From an optimization exercise on the open Yosys and OpenROAD flow, aimed at small area and a short achievable clock period; shortcuts taken in it are not production practice.
Function was checked by simulation only, so behaviour that the tests miss may differ from the original.
Power and IR drop assume default switching activity.

## the baseline
==> flow/design.v (excerpt) <==
module reg_trace_buffer
#(
    parameter int XLEN       = 32,
    parameter int ADDR_W     = 8,
    parameter int DEPTH      = 16,
    parameter int CYC_W      = 16,
    parameter int MAX_CYCLES = 40000,
    parameter int OVF_W      = 8,
    localparam int ENTRY_W   = trace_pkg::entry_width(XLEN, ADDR_W, CYC_W),
    localparam int CNT_W     = $clog2(DEPTH) + 1
) (
    input  logic               clk,
    input  logic               rst,
    input  logic               rf_we,
    input  logic [4:0]         rf_waddr,
    input  logic [XLEN-1:0]    rf_wdata,
    input  logic               dm_we,
    input  logic [XLEN-1:0]    dm_addr,
    input  logic [XLEN-1:0]    dm_wdata,
    output logic               rd_valid,
    input  logic               rd_ready,
    output logic [ENTRY_W-1:0] rd_data,
    output logic [CNT_W-1:0]   count,
    output logic               full,
    output logic               halted,
    output logic [CYC_W-1:0]   cycle,
    output logic [OVF_W-1:0]   ovf_cnt
);
    logic [CYC_W-1:0]   cycle_q;
    logic               halted_q;
    logic [OVF_W-1:0]   ovf_q;
    logic [CNT_W-1:0]   count_q;
    logic               valid_q;
    logic               full_q;
    logic [ENTRY_W-1:0] head_q;
    logic [CYC_W-1:0]   cyc_n_q;   
    logic               run_q;     
    logic [CNT_W-1:0]   cnt_n_q;   
    logic               lv0_q, lv1_q, lv2_q, lvf1_q, lvf_q;
    localparam int SLOTS = DEPTH - 1;
    logic [SLOTS-1:0]   wp_q;      
    logic               wp_odd_q;  
    logic [SLOTS-1:0]   rn_q;      
    logic [SLOTS-1:0]   rd_sel_q;  
    logic               hs_inrun_q;  
    logic               acc1_q;     
    logic               acc2_q;     
    logic               acc2p_q;    
    logic               fullrun_q;  
    logic [CYC_W-1:0]   cyc;
    logic               empty, pop;
    logic               pa, pb, drop1, drop2;
    logic               d_m1, d_p1, d_p2, d_0;
    logic [ENTRY_W-1:0] entry_rf, entry_dm;
  ...
Size: ~2,500 cells after synthesis, about 1,000 flip-flops, ~200 I/O pins, roughly 39,000 µm² of cells after synthesis.
==> flow/config.mk <==
export PLATFORM = sky130hd
export DESIGN_NAME = reg_trace_buffer
export DESIGN_NICKNAME = reg_trace_buffer
export VERILOG_FILES = /design/flow/design.v
export SDC_FILE = /design/flow/constraint.sdc
export NUM_CORES = 4
export LEC_CHECK = 0
export CAP_MARGIN = 20
export CORE_MARGIN = 2
export CORE_UTILIZATION = 60
export SETUP_SLACK_MARGIN = 2.0
export SLEW_MARGIN = 20
==> flow/constraint.sdc <==
create_clock -name core_clock -period 4.3 [get_ports {clk}]
set_input_delay 0.8600 -clock core_clock [delete_from_list [all_inputs] [get_ports {clk}]]
set_output_delay 0.8600 -clock core_clock [all_outputs]
set_load 0.01 [all_outputs]
standard.sh (not shown) runs the stock make flow with config.mk's settings and CLKGATE_MAP_FILE= SYNTH_SCRIPT=/design/flow/synth_recipe.tcl, a recipe that flattens the netlist after the stock synthesis.
==> flow/flow/run.sh <==
#!/bin/bash
# Layout flow: the standard flow (standard synthesis unchanged), with two
# layout choices changed through ORFS's own variables:
#  - clock tree synthesis without dummy loads (the tree is not padded with
#    extra load cells for balancing);
#  - ports buffered with sky130_fd_sc_hd__buf_2 (every port still gets a buffer).
# The make output goes to standard.log here; ORFS keeps each step's log under
# orfs/logs/.
set -euo pipefail
export CTS_ARGS="-sink_clustering_enable -repair_clock_nets -dont_use_dummy_load -sink_clustering_size 24 -sink_clustering_max_diameter 60"
export BUFFER_PORTS_ARGS="-buffer_cell sky130_fd_sc_hd__buf_2"
bash standard.sh finish > standard.log 2>&1
The baseline was carried through to the last stage, and its layout satisfied the timing, design-rule and antenna checks.
> inputs changed (the baseline -> the candidate)
- changing SETUP_SLACK_MARGIN from 2.0 to 2.3
- changing CORE_UTILIZATION from 60 to 65
## What came out
The candidate ends up with a total power that is about 0.35% higher than in the baseline. Summary — final instance count without filler cells, the candidate relative to the baseline: lower, by 21. In the metrics for the baseline and the candidate, the one carrying the lower final worst setup slack is the baseline. The non-clock buffer area fraction after layout of the candidate exceeds that of the baseline by 3.1 points. | first-pass GRT wire length | higher: the candidate |. Maximum frequency in the candidate vs the baseline: up about 14%. The candidate vs the baseline: clock latency on the worst-skew pair down.

## separate check: timing with driven ports
No port has a modelled driver above. Below, the same layouts with a new extraction and two added sets of constraints. Step 1 assumes that a clkbuf_16 drives the clock port and a buf_2 every other input. Step 2 moves the port delays by t, midway between the first and last clock arrival at a register: inputs arrive t later, outputs are due t later. That takes back most of the time a late clock gives input paths. Slacks: ideal / step 1 / step 2; pairs: ideal / step 1.
run	t, ns	setup WS [ns]	clock arrival spread, ns	worst data-port slew with drivers (ns)
the baseline	0.719	1.951 / 1.962 / 1.279	0.065 / 0.066	0.12
the candidate	0.699	2.232 / 2.227 / 1.561	0.057 / 0.057	0.12
After both steps every run listed still meets setup and hold. The setup slack of the baseline, which loses most, moves by +0.011 ns with the drivers and by -0.672 ns with both steps.
